Background: an optimization exercise with open tools, aiming at small area and a short achievable clock period. Do not read the settings as production practice. Function was checked by simulation only, so behaviour that the tests miss may differ from the original. Power figures rest on the tool's default switching activity, not on a simulated workload.

$ cat run.sh
#!/bin/bash
# synth_recipe.tcl (not shown) runs the flow's synth.tcl, then flattens the netlist and writes it again
# the make line also repeats each setting of config.mk as NAME=value (left out here)
make -C /OpenROAD-flow-scripts/flow DESIGN_CONFIG=/design/flow/config.mk WORK_HOME=/design/flow/orfs CLKGATE_MAP_FILE= SYNTH_SCRIPT=/design/flow/synth_recipe.tcl finish
$ cat config.mk
export PLATFORM = sky130hd
export DESIGN_NAME = fetchStage
export DESIGN_NICKNAME = fetchStage
export VERILOG_FILES = /design/flow/design.v
export SDC_FILE = /design/flow/constraint.sdc
export NUM_CORES = 4
export LEC_CHECK = 0
export CAP_MARGIN = 20
export CORE_MARGIN = 2
export CORE_UTILIZATION = 40
export PLACE_DENSITY = 0.45
export SLEW_MARGIN = 20
$ cat constraint.sdc
create_clock -name core_clock -period 9.0 [get_ports {clk}]
set_input_delay 1.8000 -clock core_clock [delete_from_list [all_inputs] [get_ports {clk}]]
set_output_delay 1.8000 -clock core_clock [all_outputs]
set_load 0.01 [all_outputs]
$ cat design.v
localparam int instrW   = 16;
localparam int regAddrW = 3;
localparam int opcW     = 5;
localparam int memAddrW = 8;
localparam int memWords = 1 << memAddrW;
localparam logic [instrW-1:0] nopInstr = 16'h0800;
localparam logic [opcW-1:0] opHalt  = 5'b00000;
localparam logic [opcW-1:0] opNop   = 5'b00001;
localparam logic [opcW-1:0] opJ     = 5'b00100;
localparam logic [opcW-1:0] opJr    = 5'b00101;
localparam logic [opcW-1:0] opJal   = 5'b00110;
localparam logic [opcW-1:0] opJalr  = 5'b00111;
localparam logic [opcW-1:0] opAddi  = 5'b01000;
localparam logic [opcW-1:0] opSubi  = 5'b01001;
localparam logic [opcW-1:0] opBeqz  = 5'b01100;
localparam logic [opcW-1:0] opBnez  = 5'b01101;
localparam logic [opcW-1:0] opSt    = 5'b10000;
localparam logic [opcW-1:0] opLd    = 5'b10001;
localparam logic [opcW-1:0] opAluR  = 5'b11011;   
localparam logic [1:0] destRs  = 2'b00;   
localparam logic [1:0] destRdR = 2'b01;   
localparam logic [1:0] destR7  = 2'b10;   
localparam logic [1:0] destRdI = 2'b11;   
localparam logic [2:0] immNone   = 3'd0;
localparam logic [2:0] imm5Sext  = 3'd1;
localparam logic [2:0] imm5Zext  = 3'd2;
localparam logic [2:0] imm8Sext  = 3'd3;
localparam logic [2:0] imm11Sext = 3'd4;
`timescale 1ns/10ps
module progCounter (
    input  logic                        clk,
    input  logic                        arstN,
    input  logic                        stall,
    input  logic                        halt,
    input  logic                        pcSel,
    input  logic                        regJmp,
    input  logic                        jFlag,
    input  logic [15:0]                 brnchAddr,
    input  logic [15:0]                 imm,
    input  logic [15:0]                 rs,
    output logic [15:0]                 pc
);
localparam int instrW   = 16;
localparam int regAddrW = 3;
localparam int opcW     = 5;
localparam int memAddrW = 8;
localparam int memWords = 1 << memAddrW;
localparam logic [instrW-1:0] nopInstr = 16'h0800;
localparam logic [opcW-1:0] opHalt  = 5'b00000;
localparam logic [opcW-1:0] opNop   = 5'b00001;
localparam logic [opcW-1:0] opJ     = 5'b00100;
localparam logic [opcW-1:0] opJr    = 5'b00101;
localparam logic [opcW-1:0] opJal   = 5'b00110;
localparam logic [opcW-1:0] opJalr  = 5'b00111;
localparam logic [opcW-1:0] opAddi  = 5'b01000;
localparam logic [opcW-1:0] opSubi  = 5'b01001;
localparam logic [opcW-1:0] opBeqz  = 5'b01100;
localparam logic [opcW-1:0] opBnez  = 5'b01101;
localparam logic [opcW-1:0] opSt    = 5'b10000;
localparam logic [opcW-1:0] opLd    = 5'b10001;
localparam logic [opcW-1:0] opAluR  = 5'b11011;   
localparam logic [1:0] destRs  = 2'b00;   
localparam logic [1:0] destRdR = 2'b01;   
localparam logic [1:0] destR7  = 2'b10;   
localparam logic [1:0] destRdI = 2'b11;   
localparam logic [2:0] immNone   = 3'd0;
localparam logic [2:0] imm5Sext  = 3'd1;
localparam logic [2:0] imm5Zext  = 3'd2;
localparam logic [2:0] imm8Sext  = 3'd3;
localparam logic [2:0] imm11Sext = 3'd4;
    logic [instrW-1:0] pcInc;
    logic [instrW-1:0] nextPc;
    assign pcInc = pc + instrW'(2);
    always_comb begin
        if (halt || stall) begin
            nextPc = pc;
        end else if (pcSel) begin
            nextPc = brnchAddr;   
        end else if (regJmp) begin
            nextPc = rs + imm;
        end else if (jFlag) begin
            nextPc = pcInc + imm;
        end else begin
            nextPc = pcInc;
        end
    end
    always_ff @(posedge clk or negedge arstN) begin
        if (!arstN) begin
            pc <= '0;
        end else begin
            pc <= nextPc;
        end
    end
endmodule
`timescale 1ns/10ps
module instrMem (
    input  logic                        clk,
    input  logic                        arstN,
    input  logic [15:0]                 pc,
    input  logic                        loadEn,
    input  logic [15:0]                 loadAddr,
    input  logic [15:0]                 loadData,
    output logic [15:0]                 rawInstr
);
localparam int instrW   = 16;
localparam int regAddrW = 3;
localparam int opcW     = 5;
localparam int memAddrW = 8;
localparam int memWords = 1 << memAddrW;
localparam logic [instrW-1:0] nopInstr = 16'h0800;
localparam logic [opcW-1:0] opHalt  = 5'b00000;
localparam logic [opcW-1:0] opNop   = 5'b00001;
localparam logic [opcW-1:0] opJ     = 5'b00100;
localparam logic [opcW-1:0] opJr    = 5'b00101;
localparam logic [opcW-1:0] opJal   = 5'b00110;
localparam logic [opcW-1:0] opJalr  = 5'b00111;
localparam logic [opcW-1:0] opAddi  = 5'b01000;
localparam logic [opcW-1:0] opSubi  = 5'b01001;
localparam logic [opcW-1:0] opBeqz  = 5'b01100;
localparam logic [opcW-1:0] opBnez  = 5'b01101;
localparam logic [opcW-1:0] opSt    = 5'b10000;
localparam logic [opcW-1:0] opLd    = 5'b10001;
localparam logic [opcW-1:0] opAluR  = 5'b11011;   
localparam logic [1:0] destRs  = 2'b00;   
localparam logic [1:0] destRdR = 2'b01;   
localparam logic [1:0] destR7  = 2'b10;   
localparam logic [1:0] destRdI = 2'b11;   
localparam logic [2:0] immNone   = 3'd0;
localparam logic [2:0] imm5Sext  = 3'd1;
localparam logic [2:0] imm5Zext  = 3'd2;
localparam logic [2:0] imm8Sext  = 3'd3;
localparam logic [2:0] imm11Sext = 3'd4;
    logic [instrW-1:0] mem [memWords];
    always_ff @(posedge clk) begin
        if (loadEn) begin
            mem[loadAddr[memAddrW-1:0]] <= loadData;
        end
    end
    assign rawInstr = mem[pc[memAddrW:1]];   
endmodule
`timescale 1ns/10ps
module ctrlDecode (
    input  logic [15:0]                 instr,
    output logic                        regWrite,
    output logic                        memEnable,
    output logic                        memWr,
    output logic                        val2Reg,
    output logic                        aluSel,
    output logic                        regJmp,
    output logic                        jFlag,
    output logic                        bFlag,
    output logic                        halt,
    output logic                        ctrlErr,
    output logic                        readsRs,
    output logic                        readsRt,
    output logic [1:0]                  linkReg,
    output logic [2:0]                  immSel,
    output logic [2:0]                  writeRegAddr,
    output logic                        valid
);
localparam int instrW   = 16;
localparam int regAddrW = 3;
localparam int opcW     = 5;
localparam int memAddrW = 8;
localparam int memWords = 1 << memAddrW;
localparam logic [instrW-1:0] nopInstr = 16'h0800;
localparam logic [opcW-1:0] opHalt  = 5'b00000;
localparam logic [opcW-1:0] opNop   = 5'b00001;
localparam logic [opcW-1:0] opJ     = 5'b00100;
localparam logic [opcW-1:0] opJr    = 5'b00101;
localparam logic [opcW-1:0] opJal   = 5'b00110;
localparam logic [opcW-1:0] opJalr  = 5'b00111;
localparam logic [opcW-1:0] opAddi  = 5'b01000;
localparam logic [opcW-1:0] opSubi  = 5'b01001;
localparam logic [opcW-1:0] opBeqz  = 5'b01100;
localparam logic [opcW-1:0] opBnez  = 5'b01101;
localparam logic [opcW-1:0] opSt    = 5'b10000;
localparam logic [opcW-1:0] opLd    = 5'b10001;
localparam logic [opcW-1:0] opAluR  = 5'b11011;   
localparam logic [1:0] destRs  = 2'b00;   
localparam logic [1:0] destRdR = 2'b01;   
localparam logic [1:0] destR7  = 2'b10;   
localparam logic [1:0] destRdI = 2'b11;   
localparam logic [2:0] immNone   = 3'd0;
localparam logic [2:0] imm5Sext  = 3'd1;
localparam logic [2:0] imm5Zext  = 3'd2;
localparam logic [2:0] imm8Sext  = 3'd3;
localparam logic [2:0] imm11Sext = 3'd4;
    logic [1:0] destSel;
    always_comb begin
        regWrite  = 1'b0;
        memEnable = 1'b0;
        memWr     = 1'b0;
        val2Reg   = 1'b0;
        aluSel    = 1'b0;
        regJmp    = 1'b0;
        jFlag     = 1'b0;
        bFlag     = 1'b0;
        halt      = 1'b0;
        ctrlErr   = 1'b0;
        readsRs   = 1'b0;
        readsRt   = 1'b0;
        linkReg   = 2'b00;
        immSel    = immNone;
        destSel   = destRdR;
        valid     = 1'b1;
        case (instr[15:11])
            opHalt: halt = 1'b1;
            opNop:  valid = 1'b0;
            opAddi, opSubi: begin
                regWrite = 1'b1;
                aluSel   = 1'b1;
                readsRs  = 1'b1;
                immSel   = imm5Sext;
                destSel  = destRdI;
            end
            opSt: begin
                memEnable = 1'b1;
                memWr     = 1'b1;
                aluSel    = 1'b1;
                readsRs   = 1'b1;
                readsRt   = 1'b1;   
                immSel    = imm5Sext;
            end
            opLd: begin
                memEnable = 1'b1;
                val2Reg   = 1'b1;
                regWrite  = 1'b1;
                aluSel    = 1'b1;
                readsRs   = 1'b1;
                immSel    = imm5Sext;
                destSel   = destRdI;
            end
            opBeqz, opBnez: begin
                bFlag   = 1'b1;   
                readsRs = 1'b1;
                immSel  = imm8Sext;
            end
            opJ: begin
                jFlag  = 1'b1;
                immSel = imm11Sext;
            end
            opJr: begin
                regJmp  = 1'b1;
                readsRs = 1'b1;
                immSel  = imm8Sext;
            end
            opJal: begin
                jFlag    = 1'b1;
                regWrite = 1'b1;
                linkReg  = 2'b01;
                immSel   = imm11Sext;
                destSel  = destR7;
            end
            opJalr: begin
                regJmp   = 1'b1;
                regWrite = 1'b1;
                readsRs  = 1'b1;
                linkReg  = 2'b10;
                immSel   = imm8Sext;
                destSel  = destR7;
            end
            opAluR: begin
                regWrite = 1'b1;
                readsRs  = 1'b1;
                readsRt  = 1'b1;
            end
            default: begin
                ctrlErr = 1'b1;
                valid   = 1'b0;
            end
        endcase
    end
    always_comb begin
        case (destSel)
            destRs:  writeRegAddr = instr[10:8];
            destRdR: writeRegAddr = instr[4:2];
            destR7:  writeRegAddr = regAddrW'(7);
            destRdI: writeRegAddr = instr[7:5];
            default: writeRegAddr = instr[4:2];
        endcase
    end
endmodule
`timescale 1ns/10ps
module hazardDetect (
    input  logic                        clk,
    input  logic                        arstN,
    input  logic [15:0]                 srcInstr,
    input  logic                        readsRs,
    input  logic                        readsRt,
    input  logic                        regWrite,
    input  logic [2:0]                  writeRegAddr,
    output logic                        nop
);
localparam int instrW   = 16;
localparam int regAddrW = 3;
localparam int opcW     = 5;
localparam int memAddrW = 8;
localparam int memWords = 1 << memAddrW;
localparam logic [instrW-1:0] nopInstr = 16'h0800;
localparam logic [opcW-1:0] opHalt  = 5'b00000;
localparam logic [opcW-1:0] opNop   = 5'b00001;
localparam logic [opcW-1:0] opJ     = 5'b00100;
localparam logic [opcW-1:0] opJr    = 5'b00101;
localparam logic [opcW-1:0] opJal   = 5'b00110;
localparam logic [opcW-1:0] opJalr  = 5'b00111;
localparam logic [opcW-1:0] opAddi  = 5'b01000;
localparam logic [opcW-1:0] opSubi  = 5'b01001;
localparam logic [opcW-1:0] opBeqz  = 5'b01100;
localparam logic [opcW-1:0] opBnez  = 5'b01101;
localparam logic [opcW-1:0] opSt    = 5'b10000;
localparam logic [opcW-1:0] opLd    = 5'b10001;
localparam logic [opcW-1:0] opAluR  = 5'b11011;   
localparam logic [1:0] destRs  = 2'b00;   
localparam logic [1:0] destRdR = 2'b01;   
localparam logic [1:0] destR7  = 2'b10;   
localparam logic [1:0] destRdI = 2'b11;   
localparam logic [2:0] immNone   = 3'd0;
localparam logic [2:0] imm5Sext  = 3'd1;
localparam logic [2:0] imm5Zext  = 3'd2;
localparam logic [2:0] imm8Sext  = 3'd3;
localparam logic [2:0] imm11Sext = 3'd4;
    logic [1:0]               slotVld;    
    logic [1:0][regAddrW-1:0] slotAddr;
    logic                     rsHit;
    logic                     rtHit;
    function automatic logic slotHit(input logic [regAddrW-1:0] src,
                                     input logic [1:0]                  vld,
                                     input logic [1:0][regAddrW-1:0] addr);
        logic hit;
        hit = 1'b0;
        for (int i = 0; i < 2; i++) begin
            if (vld[i] && addr[i] == src) begin
                hit = 1'b1;
            end
        end
        slotHit = hit;
    endfunction
    assign rsHit = readsRs && slotHit(srcInstr[10:8], slotVld, slotAddr);
    assign rtHit = readsRt && slotHit(srcInstr[7:5], slotVld, slotAddr);
    assign nop   = rsHit || rtHit;
    always_ff @(posedge clk or negedge arstN) begin
        if (!arstN) begin
            slotVld <= 2'b00;
        end else begin
            slotVld <= {slotVld[0], regWrite};
        end
    end
    always_ff @(posedge clk) begin
        slotAddr[0] <= writeRegAddr;
        slotAddr[1] <= slotAddr[0];
    end
endmodule
`timescale 1ns/10ps
module fetchStage (
    input  logic                        clk,
    input  logic                        arstN,
    input  logic                        loadEn,
    input  logic [15:0]                 loadAddr,
    input  logic [15:0]                 loadData,
    input  logic                        pcSel,
    input  logic [15:0]                 brnchAddr,
    input  logic [15:0]                 imm,
    input  logic [15:0]                 rs,
    output logic [15:0]                 pc,
    output logic [15:0]                 instrOut,
    output logic                        regWrite,
    output logic [2:0]                  writeRegAddr,
    output logic                        memEnable,
    output logic                        memWr,
    output logic                        val2Reg,
    output logic                        aluSel,
    output logic [2:0]                  immSel,
    output logic [1:0]                  linkReg,
    output logic                        ctrlErr,
    output logic                        bFlag,
    output logic                        jFlag,
    output logic                        regJmp,
    output logic                        halt,
    output logic                        valid
);
localparam int instrW   = 16;
localparam int regAddrW = 3;
localparam int opcW     = 5;
localparam int memAddrW = 8;
localparam int memWords = 1 << memAddrW;
localparam logic [instrW-1:0] nopInstr = 16'h0800;
localparam logic [opcW-1:0] opHalt  = 5'b00000;
localparam logic [opcW-1:0] opNop   = 5'b00001;
localparam logic [opcW-1:0] opJ     = 5'b00100;
localparam logic [opcW-1:0] opJr    = 5'b00101;
localparam logic [opcW-1:0] opJal   = 5'b00110;
localparam logic [opcW-1:0] opJalr  = 5'b00111;
localparam logic [opcW-1:0] opAddi  = 5'b01000;
localparam logic [opcW-1:0] opSubi  = 5'b01001;
localparam logic [opcW-1:0] opBeqz  = 5'b01100;
localparam logic [opcW-1:0] opBnez  = 5'b01101;
localparam logic [opcW-1:0] opSt    = 5'b10000;
localparam logic [opcW-1:0] opLd    = 5'b10001;
localparam logic [opcW-1:0] opAluR  = 5'b11011;   
localparam logic [1:0] destRs  = 2'b00;   
localparam logic [1:0] destRdR = 2'b01;   
localparam logic [1:0] destR7  = 2'b10;   
localparam logic [1:0] destRdI = 2'b11;   
localparam logic [2:0] immNone   = 3'd0;
localparam logic [2:0] imm5Sext  = 3'd1;
localparam logic [2:0] imm5Zext  = 3'd2;
localparam logic [2:0] imm8Sext  = 3'd3;
localparam logic [2:0] imm11Sext = 3'd4;
    logic [instrW-1:0] rawInstr;
    logic [instrW-1:0] issueInstr;
    logic              nop;
    logic              chkReadsRs;
    logic              chkReadsRt;
    progCounter progCounter_i (
        .clk(clk), .arstN(arstN), .stall(nop), .halt(halt), .pcSel(pcSel),
        .regJmp(regJmp), .jFlag(jFlag), .brnchAddr(brnchAddr), .imm(imm),
        .rs(rs), .pc(pc)
    );
    instrMem instrMem_i (
        .clk(clk), .arstN(arstN), .pc(pc), .loadEn(loadEn), .loadAddr(loadAddr),
        .loadData(loadData), .rawInstr(rawInstr)
    );
    ctrlDecode chk (
        .instr(rawInstr), .regWrite(), .memEnable(), .memWr(), .val2Reg(),
        .aluSel(), .regJmp(), .jFlag(), .bFlag(), .halt(), .ctrlErr(),
        .readsRs(chkReadsRs), .readsRt(chkReadsRt), .linkReg(), .immSel(),
        .writeRegAddr(), .valid()
    );
    hazardDetect hazardDetect_i (
        .clk(clk), .arstN(arstN), .srcInstr(rawInstr), .readsRs(chkReadsRs),
        .readsRt(chkReadsRt), .regWrite(regWrite), .writeRegAddr(writeRegAddr),
        .nop(nop)
    );
    assign issueInstr = nop ? nopInstr : rawInstr;   
    assign instrOut   = issueInstr;
    ctrlDecode cntrl (
        .instr(issueInstr), .regWrite(regWrite), .memEnable(memEnable), .memWr(memWr),
        .val2Reg(val2Reg), .aluSel(aluSel), .regJmp(regJmp), .jFlag(jFlag),
        .bFlag(bFlag), .halt(halt), .ctrlErr(ctrlErr), .readsRs(), .readsRt(),
        .linkReg(linkReg), .immSel(immSel), .writeRegAddr(writeRegAddr), .valid(valid)
    );
endmodule
==> metrics.yaml, run 1 <==
crit_arrival_ns: 6.98
die_y_um: 639.5
io_buffers: 126
yosys.area.top_type: "edfxtp_1"
slowest_delay_ns: 0.59
rsz0062_at_grt: "false"
required_ns: 7.20
grt_pass1_wl_um: 701900
skew_ns: 0.05181
final_area_mm2: 0.1875
outcome: "no timing/DRC/antenna violations"
drt-met1-wl_um: 224400
drt_iter0_drc: 10160
grt_use_total_pct: 25.14
finalPower_mw: 60.46
clkPwrFrac_pct: 29.6
final_common_cell: "edfxtp_1"
internal_power_mw: 39.85
min_path_type: "reg2reg"
instances_no_fill: 13700
wl_met2_um: 247600
dr.pass1.iters: 5
p_sw_mw: 20.61
finalSetupViolCount: 0
critical_path_class: "reg2out"
swShare_pct: 34.09
wl_um: 518100
hold_buffers: 0
p_leak_nw: 59.19
critPathTopFamily: "buffers and inverters"
yosysUniqueCellTypes: 100
vias_per_cell: 5.941
final_cell_mix: "edfxtp_1 (4096), mux4_2 (1086), buf_4 (545)"
crit_path_start: "progCounter_i.pc[3]"
clkTransAtPathRegs_ns: 0.06
synth_top_area_share_pct: 76.15
period_share_pct: 97.59
io_pins: 135
tns_ns: 0
cts_tree: "yes"
synth_edf_count: 4096
nets: 8147
end_kind: "output port"
drt.antenna.violating_nets: 0
fp.coreArea_mm2: 0.4023
hold_viol: 0
routabilityCongestion: 0.8344
seq_area_frac_synth_pct: 76.50
critPathLaunchType: "flip-flop"
crit_cells: 18
p_comb_share_pct: 34.9
synth-seq-cells: 4120
cpMostUsedCell: "buf_4"
die-width_um: 639.5
cts.sinks: 4120
worst-path-buf-inv: 6
fin_util_pct: 46.61
rr_endpoint: "progCounter_i.pc[8]"
grt_max_degree: 194
path_cells: "buf_12 > buf_4 > buf_12 > mux4_2 > mux4_2 > mux2i_1 > o21ai_1 > nor4_4 > buf_4 > a311oi_4 > nand3_1 > a21o_1 > a21oi_4 > or2_1 > or3_1 > mux2i_1 > buf_4 > clkdlybuf4s50_1"
worstMarginPinSlew_ns: 1.208
grt_overflow: 0
ir_drop_uv: 293.5
vias: 81390
r2r_cells: 16
numCtsBuffers: 445
maxSlewViolCount: 0
pwr_density_cell_mw_per_mm2: 322.4
route.detailed.wl_per_inst_um: 37.82
cts.htree.levels: 5
slew_headroom_pct: 19.47
syn_area_mm2: 0.1615
initial_core_util_pct: 40.15
cts_buffer_depth: 4
placed_area_mm2: 0.1727
dp_slack_ns: 0.03645
pwr-share-seq_pct: 35.5
drive_above_1_share_pct: 31.54
fin_ws_ns: 0.2167
first_global_vias: 80850
dp_cells: 12830
cts_root_buffer: "clkbuf_16"
drc: 0
wl_met3_um: 34580
cap_violations: 0
ys.flop_type: "edfxtp_1"
cpMaxStageDelayCell: "mux4_2"
highest_layer: "met5"
synth_area_leaders: "edfxtp_1 (76%), mux4_2 (15%), mux2i_1 (1.5%)"
postSynthAreaPerCell_um2: 22.31
fmax_mhz: 113.9
netlist_instances: 7241
core.rowCount: 233
ff2ff_setup_slack_ns: 2.84
async_reset_ff_share_pct: 0.4369
insertion_delay_ns: 1.02
antenna_found_initial: 47
syn2layout_area_growth_pct: 16.09
dp_hpwl_um: 325100
period_minus_slack_ns: 8.783
rr_startpoint: "progCounter_i.pc[6]"
ys_warn_count: 4
die_area_mm2: 0.4089
crit_path_end: "writeRegAddr[0]"
hold_slack_ns: 0.4394
path_max_fanout: 90
-- routing by layer --
| metal | track usage (%) | vias up |
|---|---|---|
| li1 | - | 32410 |
| met1 | 36.28 | 45390 |
| met2 | 40.50 | 3019 |
| met3 | 4.118 | 562 |
| met4 | 5.163 | 2 |
| met5 | 0 | - |
-- cell type report --
type                       instances  area, um^2
timing repair buffer             741        6766
fill                           33520      214800
multi-input combinational       2698       36280
antenna                           15       37.54
sequential                      4120      123600
clock buffer                     538       11560
inverter                          24       110.1
clock inverter                   277        2549
tap                             5287        6615
-- logic make-up (layout without fill, tap and decap cells) --
kind of cell / count (synthesis) / after routing / synth area share, %
mux: 1360 / 1360 / 16.98
xor+xnor: 46 / 46 / 0.2541
flops: 4120 / 4120 / 76.50
fa+ha+maj: 33 / 33 / 0.2649
buf+inv: 423 / 1580 / 1.628
compound gates: 486 / 486 / 2.178
other cells: 0 / 15 / 0
simple gates: 773 / 773 / 2.187
-- state kept, by name, summed over array words and instances (netlist names) --
register	flops
hazardDetect_i.slotAddr	6
hazardDetect_i.slotVld	2
instrMem_i.mem	4096
progCounter_i.pc	16
-- worst register-to-register path, delay by kind of cell, from the launching register on --
kind / cells / cell delay (ns)
multiplexers: 2 / 0.67
AO/OA/AOI/OAI: 4 / 0.94
AND/OR/NAND/NOR: 5 / 2.42
buffers and inverters: 5 / 1.27
flip-flops: 1 / 0.73
-- worst min path at each step --
stage,endpoint,cells past startpoint,from
after floorplan,hazardDetect_i.slotVld[1],0,hazardDetect_i.slotVld[0]
after global placement,hazardDetect_i.slotAddr[4],0,hazardDetect_i.slotAddr[1]
after detailed placement,hazardDetect_i.slotAddr[5],0,hazardDetect_i.slotAddr[2]
after CTS,hazardDetect_i.slotAddr[5],0,hazardDetect_i.slotAddr[2]
after global routing,hazardDetect_i.slotAddr[5],0,hazardDetect_i.slotAddr[2]
final,hazardDetect_i.slotAddr[4],0,hazardDetect_i.slotAddr[1]
-- what timing repair did --
| action | in CTS | in global routing |
|---|---|---|
| setup endpoints to repair | 29 | 7 |
| resized for setup | 17 | 11 |
| pin swaps | 2 | 4 |
| gates cloned | 0 | 1 |
| setup buffers | 29 | 4 |
-- cells in the mapped netlist, drive strengths merged (38+ instances only) --
cell type / count
edfxtp: 4096
mux4: 1096
nor2: 338
buf: 245
mux2i: 235
nand2: 168
clkbuf: 154
a22oi: 120
a21oi: 80
nand3: 70
o21ai: 51
o22ai: 46
nor3: 38
-- power by group through the flow --
stage               Clock, mW  Sequential [mW]  Combinational, mW
detailed placement          0             22.0               20.7
global placement            0             22.0               20.7
floorplan                   0             21.7               11.5
global route             19.0             21.5               21.9
finish                   17.9             21.5               21.1
CTS                      18.3             21.5               21.2
==> inputs of run 2 (changes only) <==
--- a/design.v
+++ b/design.v
@@ -30,15 +30,16 @@
 module progCounter (
     input  logic                        clk,
     input  logic                        arstN,
-    input  logic                        stall,
-    input  logic                        halt,
+    input  logic                        hold,
     input  logic                        pcSel,
     input  logic                        regJmp,
     input  logic                        jFlag,
     input  logic [15:0]                 brnchAddr,
     input  logic [15:0]                 imm,
     input  logic [15:0]                 rs,
-    output logic [15:0]                 pc
+    output logic [15:0]                 pc,
+    output logic [15:0]                 colHot,
+    output logic [15:0]                 rowHot
 );
 localparam int instrW   = 16;
 localparam int regAddrW = 3;
@@ -69,21 +70,33 @@
 localparam logic [2:0] imm8Sext  = 3'd3;
 localparam logic [2:0] imm11Sext = 3'd4;
     logic [instrW-1:0] pcInc;
+    logic [instrW-1:0] jrTarget;
+    logic [instrW-1:0] jTarget;
+    logic [instrW-1:0] ownPc;
+    logic              takeBranch;
     logic [instrW-1:0] nextPc;
-    assign pcInc = pc + instrW'(2);
-    always_comb begin
-        if (halt || stall) begin
-            nextPc = pc;
-        end else if (pcSel) begin
-            nextPc = brnchAddr;   
-        end else if (regJmp) begin
-            nextPc = rs + imm;
-        end else if (jFlag) begin
-            nextPc = pcInc + imm;
-        end else begin
-            nextPc = pcInc;
-        end
-    end
+    assign pcInc    = pc + instrW'(2);
+    assign jrTarget = rs + imm;
+    assign jTarget  = pcInc + imm;
+    pcPick4 ownPick (
+        .a(pc), .b(jrTarget), .c(jTarget), .d(pcInc),
+        .selA(hold), .selB(!hold && regJmp), .selC(!hold && !regJmp && jFlag),
+        .selD(!hold && !regJmp && !jFlag), .y(ownPc)
+    );
+    assign takeBranch = pcSel && !hold;
+    pcPick2 brPick (.a(brnchAddr), .b(ownPc), .selA(takeBranch), .y(nextPc));
+    idxHot #(.L(1)) colPick (
+        .pc(pc[8:0]), .pcInc(pcInc[8:0]), .br(brnchAddr[8:0]), .rs(rs[8:0]),
+        .imm(imm[8:0]), .takeBranch(takeBranch), .selHold(hold),
+        .selJr(!hold && regJmp), .selJ(!hold && !regJmp && jFlag),
+        .selInc(!hold && !regJmp && !jFlag), .hot(colHot)
+    );
+    idxHot #(.L(5)) rowPick (
+        .pc(pc[8:0]), .pcInc(pcInc[8:0]), .br(brnchAddr[8:0]), .rs(rs[8:0]),
+        .imm(imm[8:0]), .takeBranch(takeBranch), .selHold(hold),
+        .selJr(!hold && regJmp), .selJ(!hold && !regJmp && jFlag),
+        .selInc(!hold && !regJmp && !jFlag), .hot(rowHot)
+    );
     always_ff @(posedge clk or negedge arstN) begin
         if (!arstN) begin
             pc <= '0;
@@ -92,15 +105,114 @@
         end
     end
 endmodule
+module pcPick4 (
+    input  logic [15:0]                 a,
+    input  logic [15:0]                 b,
+    input  logic [15:0]                 c,
+    input  logic [15:0]                 d,
+    input  logic                        selA,
+    input  logic                        selB,
+    input  logic                        selC,
+    input  logic                        selD,
+    output logic [15:0]                 y
+);
+    assign y = (a & {16{selA}}) | (b & {16{selB}}) | (c & {16{selC}}) | (d & {16{selD}});
+endmodule
+module pcPick2 (
+    input  logic [15:0]                 a,
+    input  logic [15:0]                 b,
+    input  logic                        selA,
+    output logic [15:0]                 y
+);
+    assign y = selA ? a : b;
+endmodule
+module idxHot #(parameter int L = 1) (
+    input  logic [8:0]                  pc,
+    input  logic [8:0]                  pcInc,
+    input  logic [8:0]                  br,
+    input  logic [8:0]                  rs,
+    input  logic [8:0]                  imm,
+    input  logic                        takeBranch,
+    input  logic                        selHold,
+    input  logic                        selJr,
+    input  logic                        selJ,
+    input  logic                        selInc,
+    output logic [15:0]                 hot
+);
+    function automatic logic sumIs(input logic [3:0] a, input logic [3:0] b,
+                                   input logic cin, input logic [3:0] k);
+        logic [3:0] c;
+        c[0] = cin;
+        for (int i = 1; i < 4; i++) begin
+            c[i] = k[i-1] ? (a[i-1] && b[i-1]) : (a[i-1] || b[i-1]);
+        end
+        sumIs = ((a ^ b ^ c) == k);
+    endfunction
+    logic       jrCin;
+    logic       jCin;
+    logic [L:0] jrLow;
+    logic [L:0] jLow;
+    assign jrLow = {1'b0, rs[L-1:0]} + {1'b0, imm[L-1:0]};
+    assign jLow  = {1'b0, pcInc[L-1:0]} + {1'b0, imm[L-1:0]};
+    assign jrCin = jrLow[L];
+    assign jCin  = jLow[L];
+    always_comb begin
+        for (int k = 0; k < 16; k++) begin
+            hot[k] = takeBranch ? (br[L+3:L] == 4'(k)) :
+                     ((selHold && pc[L+3:L] == 4'(k)) ||
+                      (selInc && pcInc[L+3:L] == 4'(k)) ||
+                      (selJr && sumIs(rs[L+3:L], imm[L+3:L], jrCin, 4'(k))) ||
+                      (selJ && sumIs(pcInc[L+3:L], imm[L+3:L], jCin, 4'(k))));
+        end
+    end
+endmodule
 `timescale 1ns/10ps
+module oneHot16 (
+    input  logic [3:0]                  idx,
+    input  logic                        en,
+    output logic [15:0]                 sel
+);
+    always_comb begin
+        for (int k = 0; k < 16; k++) begin
+            sel[k] = en && (idx == 4'(k));
+        end
+    end
+endmodule
+module selOr16 (
+    input  logic [15:0][15:0]           word,
+    input  logic [15:0]                 sel,
+    output logic [15:0]                 out
+);
+    always_comb begin
+        out = '0;
+        for (int k = 0; k < 16; k++) begin
+            out = out | (word[k] & {16{sel[k]}});
+        end
+    end
+endmodule
+module selOr17 (
+    input  logic [15:0][15:0]           word,
+    input  logic [15:0]                 sel,
+    input  logic [15:0]                 extra,
+    input  logic                        extraSel,
+    output logic [15:0]                 out
+);
+    always_comb begin
+        out = extra & {16{extraSel}};
+        for (int k = 0; k < 16; k++) begin
+            out = out | (word[k] & {16{sel[k]}});
+        end
+    end
+endmodule
 module instrMem (
     input  logic                        clk,
-    input  logic                        arstN,
-    input  logic [15:0]                 pc,
+    input  logic [15:0]                 colHot,
+    input  logic [15:0]                 rowHot,
     input  logic                        loadEn,
     input  logic [15:0]                 loadAddr,
     input  logic [15:0]                 loadData,
-    output logic [15:0]                 rawInstr
+    output logic [15:0]                 rdData,
+    output logic [15:0]                 word0
 );
 localparam int instrW   = 16;
 localparam int regAddrW = 3;
@@ -130,13 +242,35 @@
 localparam logic [2:0] imm5Zext  = 3'd2;
 localparam logic [2:0] imm8Sext  = 3'd3;
 localparam logic [2:0] imm11Sext = 3'd4;
-    logic [instrW-1:0] mem [memWords];
-    always_ff @(posedge clk) begin
-        if (loadEn) begin
-            mem[loadAddr[memAddrW-1:0]] <= loadData;
+    logic [memWords-1:0][instrW-1:0] mem;
+    logic [15:0][instrW-1:0]         grp;
+    logic [15:0]                     colSel;
+    logic [15:0]                     rowSel;
+    logic                            fwd;
+    for (genvar w = 0; w < memWords; w++) begin : g_word
+        always_ff @(posedge clk) begin
+            if (loadEn && loadAddr[memAddrW-1:0] == memAddrW'(w)) begin
+                mem[w] <= loadData;
+            end
+        end
+    end
+    logic [15:0] ldCol;
+    logic [15:0] ldRow;
+    oneHot16 ldColDec (.idx(loadAddr[3:0]), .en(loadEn), .sel(ldCol));
+    oneHot16 ldRowDec (.idx(loadAddr[7:4]), .en(1'b1), .sel(ldRow));
+    assign fwd = |(ldCol & colHot) && |(ldRow & rowHot);
+    assign colSel = colHot;
+    assign rowSel = rowHot & {16{!fwd}};
+    for (genvar g = 0; g < 16; g++) begin : g_grp
+        logic [16*instrW-1:0] grpWord;
+        for (genvar k = 0; k < 16; k++) begin : g_k
+            assign grpWord[k*instrW +: instrW] = mem[g*16 + k];
         end
+        selOr16 grpOr (.word(grpWord), .sel(colSel), .out(grp[g]));
     end
-    assign rawInstr = mem[pc[memAddrW:1]];   
+    selOr17 rowOr (.word(grp), .sel(rowSel), .extra(loadData), .extraSel(fwd),
+                   .out(rdData));
+    assign word0 = mem[0];
 endmodule
 `timescale 1ns/10ps
 module ctrlDecode (
@@ -322,34 +456,40 @@
 localparam logic [2:0] imm11Sext = 3'd4;
     logic [1:0]               slotVld;    
     logic [1:0][regAddrW-1:0] slotAddr;
-    logic                     rsHit;
-    logic                     rtHit;
-    function automatic logic slotHit(input logic [regAddrW-1:0] src,
-                                     input logic [1:0]                  vld,
-                                     input logic [1:0][regAddrW-1:0] addr);
-        logic hit;
-        hit = 1'b0;
-        for (int i = 0; i < 2; i++) begin
-            if (vld[i] && addr[i] == src) begin
-                hit = 1'b1;
-            end
+    logic [1:0]               nextVld;
+    logic [1:0][regAddrW-1:0] nextAddr;
+    logic [7:0]               busy;       
+    logic                     rsBusy;
+    logic                     rtBusy;
+    logic                     usesRs;
+    logic                     usesRt;
+    assign nextVld  = {slotVld[0], regWrite};
+    assign nextAddr = {slotAddr[0], writeRegAddr};
+    always_comb begin
+        for (int r = 0; r < 8; r++) begin
+            busy[r] = (nextVld[0] && nextAddr[0] == regAddrW'(r)) ||
+                      (nextVld[1] && nextAddr[1] == regAddrW'(r));
         end
-        slotHit = hit;
-    endfunction
-    assign rsHit = readsRs && slotHit(srcInstr[10:8], slotVld, slotAddr);
-    assign rtHit = readsRt && slotHit(srcInstr[7:5], slotVld, slotAddr);
-    assign nop   = rsHit || rtHit;
+    end
     always_ff @(posedge clk or negedge arstN) begin
         if (!arstN) begin
             slotVld <= 2'b00;
+            rsBusy  <= 1'b0;
+            rtBusy  <= 1'b0;
+            usesRs  <= 1'b0;
+            usesRt  <= 1'b0;
         end else begin
-            slotVld <= {slotVld[0], regWrite};
+            slotVld <= nextVld;
+            rsBusy  <= busy[srcInstr[10:8]];
+            rtBusy  <= busy[srcInstr[7:5]];
+            usesRs  <= readsRs;
+            usesRt  <= readsRt;
         end
     end
     always_ff @(posedge clk) begin
-        slotAddr[0] <= writeRegAddr;
-        slotAddr[1] <= slotAddr[0];
+        slotAddr <= nextAddr;
     end
+    assign nop = (usesRs && rsBusy) || (usesRt && rtBusy);
 endmodule
 `timescale 1ns/10ps
 module fetchStage (
@@ -407,37 +547,100 @@
 localparam logic [2:0] imm5Zext  = 3'd2;
 localparam logic [2:0] imm8Sext  = 3'd3;
 localparam logic [2:0] imm11Sext = 3'd4;
-    logic [instrW-1:0] rawInstr;
-    logic [instrW-1:0] issueInstr;
+    logic [15:0]       colHot;
+    logic [15:0]       rowHot;
+    logic [instrW-1:0] nextRaw;
+    logic [instrW-1:0] word0;
+    logic [instrW-1:0] curWord;
+    logic [18:0]       curDec;
+    logic [18:0]       word0Dec;
+    logic [18:0]       issueDec;
+    logic              rawRegJmp;
+    logic              rawJFlag;
+    logic              rawHalt;
     logic              nop;
+    logic              afterReset;
     logic              chkReadsRs;
     logic              chkReadsRt;
     progCounter progCounter_i (
-        .clk(clk), .arstN(arstN), .stall(nop), .halt(halt), .pcSel(pcSel),
-        .regJmp(regJmp), .jFlag(jFlag), .brnchAddr(brnchAddr), .imm(imm),
-        .rs(rs), .pc(pc)
+        .clk(clk), .arstN(arstN), .hold(nop || rawHalt), .pcSel(pcSel),
+        .regJmp(rawRegJmp), .jFlag(rawJFlag), .brnchAddr(brnchAddr), .imm(imm),
+        .rs(rs), .pc(pc), .colHot(colHot), .rowHot(rowHot)
     );
     instrMem instrMem_i (
-        .clk(clk), .arstN(arstN), .pc(pc), .loadEn(loadEn), .loadAddr(loadAddr),
-        .loadData(loadData), .rawInstr(rawInstr)
+        .clk(clk), .colHot(colHot), .rowHot(rowHot), .loadEn(loadEn), .loadAddr(loadAddr),
+        .loadData(loadData), .rdData(nextRaw), .word0(word0)
     );
     ctrlDecode chk (
-        .instr(rawInstr), .regWrite(), .memEnable(), .memWr(), .val2Reg(),
+        .instr(nextRaw), .regWrite(), .memEnable(), .memWr(), .val2Reg(),
         .aluSel(), .regJmp(), .jFlag(), .bFlag(), .halt(), .ctrlErr(),
         .readsRs(chkReadsRs), .readsRt(chkReadsRt), .linkReg(), .immSel(),
         .writeRegAddr(), .valid()
     );
     hazardDetect hazardDetect_i (
-        .clk(clk), .arstN(arstN), .srcInstr(rawInstr), .readsRs(chkReadsRs),
+        .clk(clk), .arstN(arstN), .srcInstr(nextRaw), .readsRs(chkReadsRs),
         .readsRt(chkReadsRt), .regWrite(regWrite), .writeRegAddr(writeRegAddr),
         .nop(nop)
     );
-    assign issueInstr = nop ? nopInstr : rawInstr;   
-    assign instrOut   = issueInstr;
+    always_ff @(posedge clk) begin
+        curWord <= nextRaw;
+    end
+    always_ff @(posedge clk or negedge arstN) begin
+        if (!arstN) begin
+            afterReset <= 1'b1;
+        end else begin
+            afterReset <= 1'b0;
+        end
+    end
     ctrlDecode cntrl (
-        .instr(issueInstr), .regWrite(regWrite), .memEnable(memEnable), .memWr(memWr),
-        .val2Reg(val2Reg), .aluSel(aluSel), .regJmp(regJmp), .jFlag(jFlag),
-        .bFlag(bFlag), .halt(halt), .ctrlErr(ctrlErr), .readsRs(), .readsRt(),
-        .linkReg(linkReg), .immSel(immSel), .writeRegAddr(writeRegAddr), .valid(valid)
+        .instr(curWord), .regWrite(curDec[18]), .memEnable(curDec[17]),
+        .memWr(curDec[16]), .val2Reg(curDec[15]), .aluSel(curDec[14]),
+        .regJmp(curDec[13]), .jFlag(curDec[12]), .bFlag(curDec[11]),
+        .halt(curDec[10]), .ctrlErr(curDec[9]), .readsRs(), .readsRt(),
+        .linkReg(curDec[8:7]), .immSel(curDec[6:4]), .writeRegAddr(curDec[3:1]),
+        .valid(curDec[0])
+    );
+    ctrlDecode dec0 (
+        .instr(word0), .regWrite(word0Dec[18]), .memEnable(word0Dec[17]),
+        .memWr(word0Dec[16]), .val2Reg(word0Dec[15]), .aluSel(word0Dec[14]),
+        .regJmp(word0Dec[13]), .jFlag(word0Dec[12]), .bFlag(word0Dec[11]),
+        .halt(word0Dec[10]), .ctrlErr(word0Dec[9]), .readsRs(), .readsRt(),
+        .linkReg(word0Dec[8:7]), .immSel(word0Dec[6:4]), .writeRegAddr(word0Dec[3:1]),
+        .valid(word0Dec[0])
+    );
+    issuePick #(.W(16)) pickInstr (
+        .afterReset(afterReset), .nop(nop), .resetVal(word0), .curVal(curWord),
+        .nopVal(nopInstr), .y(instrOut)
     );
+    issuePick #(.W(19)) pickDec (
+        .afterReset(afterReset), .nop(nop), .resetVal(word0Dec), .curVal(curDec),
+        .nopVal(19'd0), .y(issueDec)
+    );
+    assign rawHalt   = afterReset ? word0Dec[10] : curDec[10];
+    assign rawRegJmp = afterReset ? word0Dec[13] : curDec[13];
+    assign rawJFlag  = afterReset ? word0Dec[12] : curDec[12];
+    assign regWrite     = issueDec[18];
+    assign memEnable    = issueDec[17];
+    assign memWr        = issueDec[16];
+    assign val2Reg      = issueDec[15];
+    assign aluSel       = issueDec[14];
+    assign regJmp       = issueDec[13];
+    assign jFlag        = issueDec[12];
+    assign bFlag        = issueDec[11];
+    assign halt         = issueDec[10];
+    assign ctrlErr      = issueDec[9];
+    assign linkReg      = issueDec[8:7];
+    assign immSel       = issueDec[6:4];
+    assign writeRegAddr = issueDec[3:1];
+    assign valid        = issueDec[0];
+endmodule
+module issuePick #(parameter int W = 16) (
+    input  logic                        afterReset,
+    input  logic                        nop,
+    input  logic [W-1:0]                resetVal,
+    input  logic [W-1:0]                curVal,
+    input  logic [W-1:0]                nopVal,
+    output logic [W-1:0]                y
+);
+    assign y = afterReset ? resetVal : (nop ? nopVal : curVal);
 endmodule
==> flow/run.sh (new file) <==
#!/bin/bash
# Standard layout with two changes to how it is made: a plain buffer on every
# port in place of the default port buffer cell, and timing repair free to
# pick any drive strength (not only cells of the same width)
# Each step's log stays in orfs/logs, make's own output in make.log
set -uo pipefail
export BUFFER_PORTS_ARGS="-buffer_cell sky130_fd_sc_hd__buf_4"
bash standard.sh MATCH_CELL_FOOTPRINT=0 finish > make.log 2>&1
==> standard.sh (new file) <==
#!/bin/bash
# synth_recipe.tcl (not shown) runs the flow's synth.tcl, then flattens the netlist and writes it again
# the make line also repeats each setting of config.mk as NAME=value (left out here)
make -C /OpenROAD-flow-scripts/flow DESIGN_CONFIG=/design/flow/config.mk WORK_HOME=/design/flow/orfs CLKGATE_MAP_FILE= SYNTH_SCRIPT=/design/flow/synth_recipe.tcl "${@:-finish}"
--- a/config.mk
+++ b/config.mk
@@ -7,6 +7,10 @@
 export LEC_CHECK = 0
 export CAP_MARGIN = 20
 export CORE_MARGIN = 2
-export CORE_UTILIZATION = 40
-export PLACE_DENSITY = 0.45
+export CORE_UTILIZATION = 50
+export PLACE_DENSITY = 0.58
+export SETUP_SLACK_MARGIN = 4.0
 export SLEW_MARGIN = 20
+export SYNTH_HIERARCHICAL = 1
+export SYNTH_MINIMUM_KEEP_SIZE = 0
+export TNS_END_PERCENT = 10
removed: run.sh
==> metrics.yaml, run 2 <==
outcome: "no timing/DRC/antenna violations"
ir_drop_uv: 257.3  # -12%
end_kind: "flip-flop"
grt_pass1_wl_um: 683400  # -2.6%
placed_area_mm2: 0.1640  # -5.0%
cpMaxStageDelayCell: "ha_2"
num-fill-cells: 23580  # -30%
clkTransAtPathRegs_ns: 0.06  # about the same
insertion_delay_ns: 0.98  # -0.04 ns
numCtsBuffers: 416  # -6.5%
worstMarginPinSlew_ns: 1.240  # +0.03203 ns
pwr_density_cell_mw_per_mm2: 292.8  # -9.2%
min_path_type: "in2async"
netlist_instances: 8589  # +19%
die_area_mm2: 0.3209  # -22%
ys_warn_count: 16  # +12
drt_iter0_drc: 12900  # +27%
skew_ns: 0.07151  # +0.01970 ns
internal_power_mw: 35.96  # -9.8%
r2r_cells: 21  # +5
slowest_delay_ns: 0.42  # -0.17 ns
syn_area_mm2: 0.1582  # -2.1%
grt_max_degree: 190  # -2.1%
dp_hpwl_um: 275500  # -15%
hold_buffers: 0  # unchanged
critPathTopFamily: "compound AO/OA/AOI/OAI gates"
antenna_found_initial: 22  # -53%
initial_core_util_pct: 50.23  # +10 points
die_y_um: 566.5  # -11%
path_max_fanout: 68  # -24%
grt_use_total_pct: 30.16  # +5.0 points
first_global_vias: 87200  # +7.9%
maxSlewViolCount: 0  # unchanged
pwr-share-seq_pct: 40.4  # +4.9 points
worst-path-buf-inv: 5  # -1
dr.pass1.iters: 6  # +1
io_pins: 135  # unchanged
ff2ff_setup_slack_ns: 3.31  # +0.47 ns
tns_ns: 0  # unchanged
crit_path_end: "hazardDetect_i.usesRs"
clkPwrFrac_pct: 31.7  # +2.1 points
nets: 9346  # +15%
die-width_um: 566.5  # -11%
crit_cells: 20  # +2
rr_endpoint: "hazardDetect_i.usesRs"
cts_tree: "yes"
path_cells: "buf_6 > inv_1 > ha_2 > xor2_1 > nor2_1 > nand3_1 > a32oi_4 > buf_12 > buf_8 > a22o_1 > a221oi_1 > nand4_1 > a22o_2 > a221oi_4 > and3_1 > nand3_2 > buf_4 > nor3b_2 > a31oi_1 > o22ai_1"
fp.coreArea_mm2: 0.3150  # -22%
fmax_mhz: 172.7  # +52%
p_comb_share_pct: 27.9  # -7.0 points
vias: 92150  # +13%
p_sw_mw: 17.30  # -16%
final_area_mm2: 0.1819  # -3.0%
drt.antenna.violating_nets: 0  # unchanged
io_buffers: 126  # unchanged
route.detailed.wl_per_inst_um: 36.36  # -3.9%
syn2layout_area_growth_pct: 14.97
final_common_cell: "edfxtp_1"
routabilityCongestion: 0.8999  # +7.8%
slew_headroom_pct: 17.33  # -2.1 points
period_minus_slack_ns: 5.789  # -2.994 ns
period_share_pct: 64.32  # -33 points
cts_buffer_depth: 4  # unchanged
instances_no_fill: 13710  # +0.088%
dp_cells: 12730  # -0.82%
cap_violations: 0  # unchanged
final_cell_mix: "edfxtp_1 (4096), a22o_1 (1049), a221oi_1 (975)"
rr_startpoint: "progCounter_i.pc[1]"
required_ns: 9.86  # +2.66 ns
cts.sinks: 4137  # +0.41%
drive_above_1_share_pct: 18.28  # -13 points
fin_util_pct: 57.75  # +11 points
vias_per_cell: 6.720  # +13%
finalSetupViolCount: 0  # unchanged
grt_overflow: 0  # unchanged
largest_reg_flops: 4096  # unchanged
cts_root_buffer: "clkbuf_16"
postSynthAreaPerCell_um2: 18.42  # -17%
crit_path_start: "imm[3]"
rsz0062_at_grt: "true"
hold_viol: 0  # unchanged
p_leak_nw: 58.24  # -1.6%
swShare_pct: 32.49  # -1.6 points
cts.htree.levels: 5  # unchanged
core.rowCount: 206  # -12%
drc: 0  # unchanged
critPathLaunchType: "input port"
wl_um: 498600  # -3.8%
crit_arrival_ns: 6.65  # -0.33 ns
critical_path_class: "in2reg"
-- run 2: layer usage --
metal	track usage, %	part of all wire [%]	vias to the layer above
met1	42.96	40	48260
li1	-	-	37850
met4	10.28	4.0	8
met5	0	0.0086	-
met3	5.792	10	796
met2	46.84	46	5243
-- run 2: power groups by stage --
stage               Clock (mW)  Sequential, mW  Combinational (mW)
floorplan                    0            21.8                7.88
global placement             0            21.9                12.4
detailed placement           0            21.9                12.5
CTS                       17.0            21.5                14.2
global route              17.8            21.5                15.3
finish                    16.9            21.5                14.9
-- run 2: cell type report --
cell class              instances  area (um^2)  area share [%]
diodes                          9        22.52         0.01238
clock buffers                 512        10870           5.978
clock inverters               255         2340           1.286
inverters                      53        212.7          0.1169
multi-input cells            3789        31410           17.27
flip-flops and latches       4137       124000           68.15
well taps                    4160         5205           2.862
repair buffers                797         7860           4.322
-- run 2: how the worst min path moves through the flow --
stage                             endpoint                  startpoint  depth (start not counted)  slack (ns)
floorplan                       curWord[0]        instrMem_i.mem[3264]                          4        0.56
global placement     hazardDetect_i.rtBusy  hazardDetect_i.slotAddr[2]                          4        0.73
detailed placement   hazardDetect_i.rsBusy  hazardDetect_i.slotAddr[2]                          4        0.72
CTS                 hazardDetect_i.slotVld                       arstN                          1        0.71
global route        hazardDetect_i.slotVld                       arstN                          1        0.73
finish              hazardDetect_i.slotVld                       arstN                          1        0.73
-- run 2: what timing repair did --
| item | CTS | global route |
|---|---|---|
| buffers inserted | 130 | 34 |
| pin swaps | 103 | 52 |
| setup endpoints to repair | 24 | 23 |
| gates cloned | 37 | 5 |
| resized for setup | 368 | 68 |
-- run 2: through the flow --
stage / total power [mW] / hold WS [ns] / setup WS [ns]
floorplan: 29.72 / 0.5591 / 3.173
global placement: 34.36 / 0.7315 / 0.9809
detailed placement: 34.43 / 0.7153 / 0.9779
CTS: 52.73 / 0.7066 / 3.486
global route: 54.62 / 0.7263 / 3.207
finish: 53.26 / 0.7278 / 3.211
==> inputs of run 3 (changes only) <==
--- a/design.v
+++ b/design.v
@@ -190,19 +190,13 @@
         end
     end
 endmodule
-module selOr17 (
-    input  logic [15:0][15:0]           word,
-    input  logic [15:0]                 sel,
-    input  logic [15:0]                 extra,
-    input  logic                        extraSel,
-    output logic [15:0]                 out
+module fwdPick (
+    input  logic [15:0]                 a,
+    input  logic [15:0]                 b,
+    input  logic                        selA,
+    output logic [15:0]                 y
 );
-    always_comb begin
-        out = extra & {16{extraSel}};
-        for (int k = 0; k < 16; k++) begin
-            out = out | (word[k] & {16{sel[k]}});
-        end
-    end
+    assign y = selA ? a : b;
 endmodule
 module instrMem (
     input  logic                        clk,
@@ -212,6 +206,7 @@
     input  logic [15:0]                 loadAddr,
     input  logic [15:0]                 loadData,
     output logic [15:0]                 rdData,
+    output logic                        fwd,
     output logic [15:0]                 word0
 );
 localparam int instrW   = 16;
@@ -246,7 +241,6 @@
     logic [15:0][instrW-1:0]         grp;
     logic [15:0]                     colSel;
     logic [15:0]                     rowSel;
-    logic                            fwd;
     for (genvar w = 0; w < memWords; w++) begin : g_word
         always_ff @(posedge clk) begin
             if (loadEn && loadAddr[memAddrW-1:0] == memAddrW'(w)) begin
@@ -260,7 +254,7 @@
     oneHot16 ldRowDec (.idx(loadAddr[7:4]), .en(1'b1), .sel(ldRow));
     assign fwd = |(ldCol & colHot) && |(ldRow & rowHot);
     assign colSel = colHot;
-    assign rowSel = rowHot & {16{!fwd}};
+    assign rowSel = rowHot;
     for (genvar g = 0; g < 16; g++) begin : g_grp
         logic [16*instrW-1:0] grpWord;
         for (genvar k = 0; k < 16; k++) begin : g_k
@@ -268,8 +262,7 @@
         end
         selOr16 grpOr (.word(grpWord), .sel(colSel), .out(grp[g]));
     end
-    selOr17 rowOr (.word(grp), .sel(rowSel), .extra(loadData), .extraSel(fwd),
-                   .out(rdData));
+    selOr16 rowOr (.word(grp), .sel(rowSel), .out(rdData));
     assign word0 = mem[0];
 endmodule
 `timescale 1ns/10ps
@@ -419,9 +412,13 @@
 module hazardDetect (
     input  logic                        clk,
     input  logic                        arstN,
-    input  logic [15:0]                 srcInstr,
-    input  logic                        readsRs,
-    input  logic                        readsRt,
+    input  logic [15:0]                 srcStored,
+    input  logic                        storedReadsRs,
+    input  logic                        storedReadsRt,
+    input  logic [15:0]                 srcLoad,
+    input  logic                        loadReadsRs,
+    input  logic                        loadReadsRt,
+    input  logic                        fwd,
     input  logic                        regWrite,
     input  logic [2:0]                  writeRegAddr,
     output logic                        nop
@@ -463,6 +460,9 @@
     logic                     rtBusy;
     logic                     usesRs;
     logic                     usesRt;
+    logic [1:0]               storedBusy;
+    logic [1:0]               loadBusy;
+    logic [3:0]               nextFlags;
     assign nextVld  = {slotVld[0], regWrite};
     assign nextAddr = {slotAddr[0], writeRegAddr};
     always_comb begin
@@ -471,6 +471,14 @@
                       (nextVld[1] && nextAddr[1] == regAddrW'(r));
         end
     end
+    busyPick storedPick (.busy(busy), .rs(srcStored[10:8]), .rt(srcStored[7:5]),
+                         .rsBusy(storedBusy[1]), .rtBusy(storedBusy[0]));
+    busyPick loadPick (.busy(busy), .rs(srcLoad[10:8]), .rt(srcLoad[7:5]),
+                       .rsBusy(loadBusy[1]), .rtBusy(loadBusy[0]));
+    flagPick pickFlags (
+        .a({loadReadsRs, loadReadsRt, loadBusy}),
+        .b({storedReadsRs, storedReadsRt, storedBusy}), .selA(fwd), .y(nextFlags)
+    );
     always_ff @(posedge clk or negedge arstN) begin
         if (!arstN) begin
             slotVld <= 2'b00;
@@ -480,10 +488,7 @@
             usesRt  <= 1'b0;
         end else begin
             slotVld <= nextVld;
-            rsBusy  <= busy[srcInstr[10:8]];
-            rtBusy  <= busy[srcInstr[7:5]];
-            usesRs  <= readsRs;
-            usesRt  <= readsRt;
+            {usesRs, usesRt, rsBusy, rtBusy} <= nextFlags;
         end
     end
     always_ff @(posedge clk) begin
@@ -491,6 +496,24 @@
     end
     assign nop = (usesRs && rsBusy) || (usesRt && rtBusy);
 endmodule
+module busyPick (
+    input  logic [7:0]                  busy,
+    input  logic [2:0]                  rs,
+    input  logic [2:0]                  rt,
+    output logic                        rsBusy,
+    output logic                        rtBusy
+);
+    assign rsBusy = busy[rs];
+    assign rtBusy = busy[rt];
+endmodule
+module flagPick (
+    input  logic [3:0]                  a,
+    input  logic [3:0]                  b,
+    input  logic                        selA,
+    output logic [3:0]                  y
+);
+    assign y = selA ? a : b;
+endmodule
 `timescale 1ns/10ps
 module fetchStage (
     input  logic                        clk,
@@ -555,13 +578,18 @@
     logic [18:0]       curDec;
     logic [18:0]       word0Dec;
     logic [18:0]       issueDec;
+    logic [3:0]        slotIn;
     logic              rawRegJmp;
     logic              rawJFlag;
     logic              rawHalt;
     logic              nop;
     logic              afterReset;
-    logic              chkReadsRs;
-    logic              chkReadsRt;
+    logic [instrW-1:0] storedRaw;
+    logic              fwd;
+    logic              storedReadsRs;
+    logic              storedReadsRt;
+    logic              loadReadsRs;
+    logic              loadReadsRt;
     progCounter progCounter_i (
         .clk(clk), .arstN(arstN), .hold(nop || rawHalt), .pcSel(pcSel),
         .regJmp(rawRegJmp), .jFlag(rawJFlag), .brnchAddr(brnchAddr), .imm(imm),
@@ -569,18 +597,26 @@
     );
     instrMem instrMem_i (
         .clk(clk), .colHot(colHot), .rowHot(rowHot), .loadEn(loadEn), .loadAddr(loadAddr),
-        .loadData(loadData), .rdData(nextRaw), .word0(word0)
+        .loadData(loadData), .rdData(storedRaw), .fwd(fwd), .word0(word0)
+    );
+    fwdPick pickFwd (.a(loadData), .b(storedRaw), .selA(fwd), .y(nextRaw));
+    ctrlDecode chkStored (
+        .instr(storedRaw), .regWrite(), .memEnable(), .memWr(), .val2Reg(),
+        .aluSel(), .regJmp(), .jFlag(), .bFlag(), .halt(), .ctrlErr(),
+        .readsRs(storedReadsRs), .readsRt(storedReadsRt), .linkReg(), .immSel(),
+        .writeRegAddr(), .valid()
     );
-    ctrlDecode chk (
-        .instr(nextRaw), .regWrite(), .memEnable(), .memWr(), .val2Reg(),
+    ctrlDecode chkLoad (
+        .instr(loadData), .regWrite(), .memEnable(), .memWr(), .val2Reg(),
         .aluSel(), .regJmp(), .jFlag(), .bFlag(), .halt(), .ctrlErr(),
-        .readsRs(chkReadsRs), .readsRt(chkReadsRt), .linkReg(), .immSel(),
+        .readsRs(loadReadsRs), .readsRt(loadReadsRt), .linkReg(), .immSel(),
         .writeRegAddr(), .valid()
     );
     hazardDetect hazardDetect_i (
-        .clk(clk), .arstN(arstN), .srcInstr(nextRaw), .readsRs(chkReadsRs),
-        .readsRt(chkReadsRt), .regWrite(regWrite), .writeRegAddr(writeRegAddr),
-        .nop(nop)
+        .clk(clk), .arstN(arstN), .srcStored(storedRaw), .storedReadsRs(storedReadsRs),
+        .storedReadsRt(storedReadsRt), .srcLoad(loadData), .loadReadsRs(loadReadsRs),
+        .loadReadsRt(loadReadsRt), .fwd(fwd), .regWrite(slotIn[3]),
+        .writeRegAddr(slotIn[2:0]), .nop(nop)
     );
     always_ff @(posedge clk) begin
         curWord <= nextRaw;
@@ -616,6 +652,10 @@
         .afterReset(afterReset), .nop(nop), .resetVal(word0Dec), .curVal(curDec),
         .nopVal(19'd0), .y(issueDec)
     );
+    issuePick #(.W(4)) pickSlot (
+        .afterReset(afterReset), .nop(nop), .resetVal({word0Dec[18], word0Dec[3:1]}),
+        .curVal({curDec[18], curDec[3:1]}), .nopVal(4'd0), .y(slotIn)
+    );
     assign rawHalt   = afterReset ? word0Dec[10] : curDec[10];
     assign rawRegJmp = afterReset ? word0Dec[13] : curDec[13];
     assign rawJFlag  = afterReset ? word0Dec[12] : curDec[12];
--- a/config.mk
+++ b/config.mk
@@ -8,6 +8,9 @@
 export CAP_MARGIN = 20
 export CORE_MARGIN = 2
 export CORE_UTILIZATION = 50
+export CTS_BUF_LIST = sky130_fd_sc_hd__clkbuf_4 sky130_fd_sc_hd__clkbuf_8 sky130_fd_sc_hd__clkbuf_16
+export CTS_CLUSTER_DIAMETER = 60
+export CTS_CLUSTER_SIZE = 16
 export PLACE_DENSITY = 0.58
 export SETUP_SLACK_MARGIN = 4.0
 export SLEW_MARGIN = 20
==> metrics.yaml, run 3 <==
critical_path_class: "in2reg"
end_kind: "flip-flop"
hold_depth: 4
fp.coreArea_mm2: 0.3155  # +0.16%
finalSetupViolCount: 0  # unchanged
drt_iter0_drc: 13240  # +2.6%
slew_headroom_pct: 16.26  # -1.1 points
pwr-share-seq_pct: 45.7  # +5.3 points
worstMarginPinSlew_ns: 1.256  # +0.01611 ns
clkPwrFrac_pct: 29.2  # -2.5 points
p_leak_nw: 56.54  # -2.9%
hold_viol: 0  # unchanged
cap_violations: 0  # unchanged
grt_overflow: 0  # unchanged
core.rowCount: 206  # unchanged
worstHoldEndpoint: "hazardDetect_i.slotAddr[2]"
min-delay-start: "curWord[4]"
cts_root_buffer: "clkbuf_16"
grt_use_total_pct: 29.61  # -0.55 points
multi_input_area_mm2: 0.03159  # +0.59%
postSynthAreaPerCell_um2: 18.43  # about the same
p_comb_share_pct: 25.1  # -2.8 points
tns_ns: 0  # unchanged
ys_warn_count: 15  # -1
period_minus_slack_ns: 5.776  # -0.01315 ns
dr.pass1.iters: 6  # unchanged
ff2ff_setup_slack_ns: 3.28  # -0.03 ns
crit_arrival_ns: 6.66  # about the same
required_ns: 9.88  # +0.02 ns
io_buffers: 126  # unchanged
final_cell_mix: "edfxtp_1 (4096), a22o_1 (1082), a221oi_1 (973)"
rr_endpoint: "hazardDetect_i.usesRs"
antenna_found_initial: 27  # +23%
instances_no_fill: 13410  # -2.2%
swShare_pct: 30.84  # -1.6 points
skew_ns: 0.06255  # -0.008955 ns
seqCellArea_mm2: 0.1240  # unchanged
numCtsBuffers: 323  # -22%
insertion_delay_ns: 0.96  # -0.02 ns
fmax_mhz: 173.1  # +0.23%
io_pins: 135  # unchanged
cts_tree: "yes"
netlist_instances: 8608  # +0.22%
fin_util_pct: 56.44  # -1.3 points
drive_above_1_share_pct: 17.15  # -1.1 points
hold_buffers: 0  # unchanged
wl_um: 489000  # -1.9%
syn2layout_area_growth_pct: 12.21
first_global_vias: 86690  # -0.59%
rsz0062_at_grt: "true"
nets: 9244  # -1.1%
clkTransAtPathRegs_ns: 0.07  # about the same
routabilityCongestion: 0.8743  # -2.8%
r2r_cells: 25  # +19%
drt.antenna.violating_nets: 0  # unchanged
p_sw_mw: 14.50  # -16%
outcome: "no timing/DRC/antenna violations"
grt_max_degree: 156  # -18%
largest_reg_flops: 4096  # unchanged
num-fill-cells: 23940  # +1.5%
cts.htree.levels: 5  # unchanged
final_area_mm2: 0.1781  # -2.1%
path_max_fanout: 31  # -54%
hold_slack_ns: 0.7377  # +0.009869 ns
route.detailed.wl_per_inst_um: 36.48  # +0.32%
critPathLaunchType: "input port"
initial_core_util_pct: 50.30  # +0.073 points
maxSlewViolCount: 0  # unchanged
final_common_cell: "edfxtp_1"
internal_power_mw: 32.51  # -9.6%
dp_cells: 12780  # +0.39%
cts_buffer_depth: 4  # unchanged
drc: 0  # unchanged
grt_pass1_wl_um: 671800  # -1.7%
placed_area_mm2: 0.1651  # +0.62%
vias_per_cell: 6.804  # +1.3%
die_area_mm2: 0.3219  # +0.31%
ir_drop_uv: 154.7  # -40%
vias: 91220  # -1.0%
die_y_um: 567.4  # +0.15%
die-width_um: 567.4  # +0.15%
period_share_pct: 64.18  # -0.15 points
cts.sinks: 4137  # unchanged
min_path_type: "reg2reg"
rr_startpoint: "instrMem_i.mem[14]"
pwr_density_cell_mw_per_mm2: 264.0  # -9.8%
syn_area_mm2: 0.1587  # +0.31%
dp_hpwl_um: 271200  # -1.6%
-- run 3: worst max-delay path, cell delays in order --
cell	delay [ns]
buf_6	0.14
inv_4	0.06
ha_4	0.26
and3b_2	0.24
o211a_4	0.27
a211oi_2	0.20
a22oi_2	0.21
buf_12	0.21
buf_4	0.19
clkbuf_16	0.24
a22o_1	0.23
a221oi_1	0.28
nand4_1	0.22
a22o_1	0.39
a221oi_2	0.48
nand4_1	0.28
or3_1	0.44
a211oi_2	0.27
mux2_2	0.19
-- run 3: worst max path at each step --
stage / end / cells past startpoint / start
after floorplan: hazardDetect_i.rtBusy / 17 / imm[2]
after global placement: hazardDetect_i.rtBusy / 17 / imm[2]
after detailed placement: hazardDetect_i.usesRt / 17 / imm[2]
after CTS: hazardDetect_i.rtBusy / 23 / instrMem_i.mem[13]
after global routing: hazardDetect_i.rtBusy / 24 / instrMem_i.mem[13]
final: hazardDetect_i.usesRt / 19 / imm[1]
-- run 3: final cells by class --
cell class	count	area share, %
Antenna cell	22	0.03092
Inverter	48	0.1047
Tap cell	4160	2.923
Clock buffer	353	4.744
Timing Repair Buffer	773	4.217
Sequential cell	4137	69.61
Multi-Input combinational cell	3809	17.74
Clock inverter	104	0.6275
-- run 3: what timing repair did --
item                                   CTS  global route
pin swaps                               75            28
setup endpoints to repair               23            22
resized for setup                      271            24
gates cloned                            32             3
endpoints found under the hold margin    0             0
buffers inserted                        98            17
-- run 3: stage by stage --
stage | setup slack, ns | power (mW)
floorplan | 3.169 | 28.15
global placement | 1.158 | 31.95
detailed placement | 1.440 | 32.05
CTS | 3.425 | 46.80
global route | 3.198 | 48.23
finish | 3.224 | 47.01
-- run 3: per-layer routing --
layer	global-route usage (%)	vias to the layer above	part of all wire [%]
met3	6.878	768	11
met4	10.22	16	3.7
li1	-	37520	-
met2	45.24	4978	46
met1	41.96	47940	40
met5	0	-	0.020
-- run 3: power groups by stage --
stage	clock network (mW)	logic [mW]	registers (mW)
floorplan	0	6.33	21.8
global placement	0	10.0	21.9
detailed placement	0	10.1	21.9
CTS	13.9	11.4	21.5
global route	14.6	12.2	21.5
finish	13.8	11.8	21.5

port drivers added, routing unchanged:
In the flow no input, the clock included, has a driving cell. The finished layouts below were timed again as built, in two steps.
Step 1 sets driving cells, clkbuf_16 on the clock port and buf_2 on the other inputs (assumed; they add their load-dependent delay and slew).
Step 2 moves the port delays by t, midway between the first and last clock arrival at a register: inputs arrive t later, outputs are due t later. That takes back most of the time a late clock gives input paths.
Three values: no drivers, after step 1, after step 2; two values: the first two.
run | t, ns | slack for setup (ns) | worst setup path at the end | worst register clock-pin slew, ns | pins driven straight from the clock port
run 1 | 1.096 | 0.217 / 0.108 / 1.205 | register to output | 0.07 / 0.07 | 1
run 2 | 1.058 | 3.211 / 3.277 / 2.219 | input to register | 0.07 / 0.07 | 1
run 3 | 1.027 | 3.224 / 3.279 / 2.252 | input to register | 0.07 / 0.07 | 1
After both steps setup and hold are still met in every run listed. For run 2, which loses most, drivers alone change the setup slack by +0.066 ns; drivers and shift together by -0.992 ns.
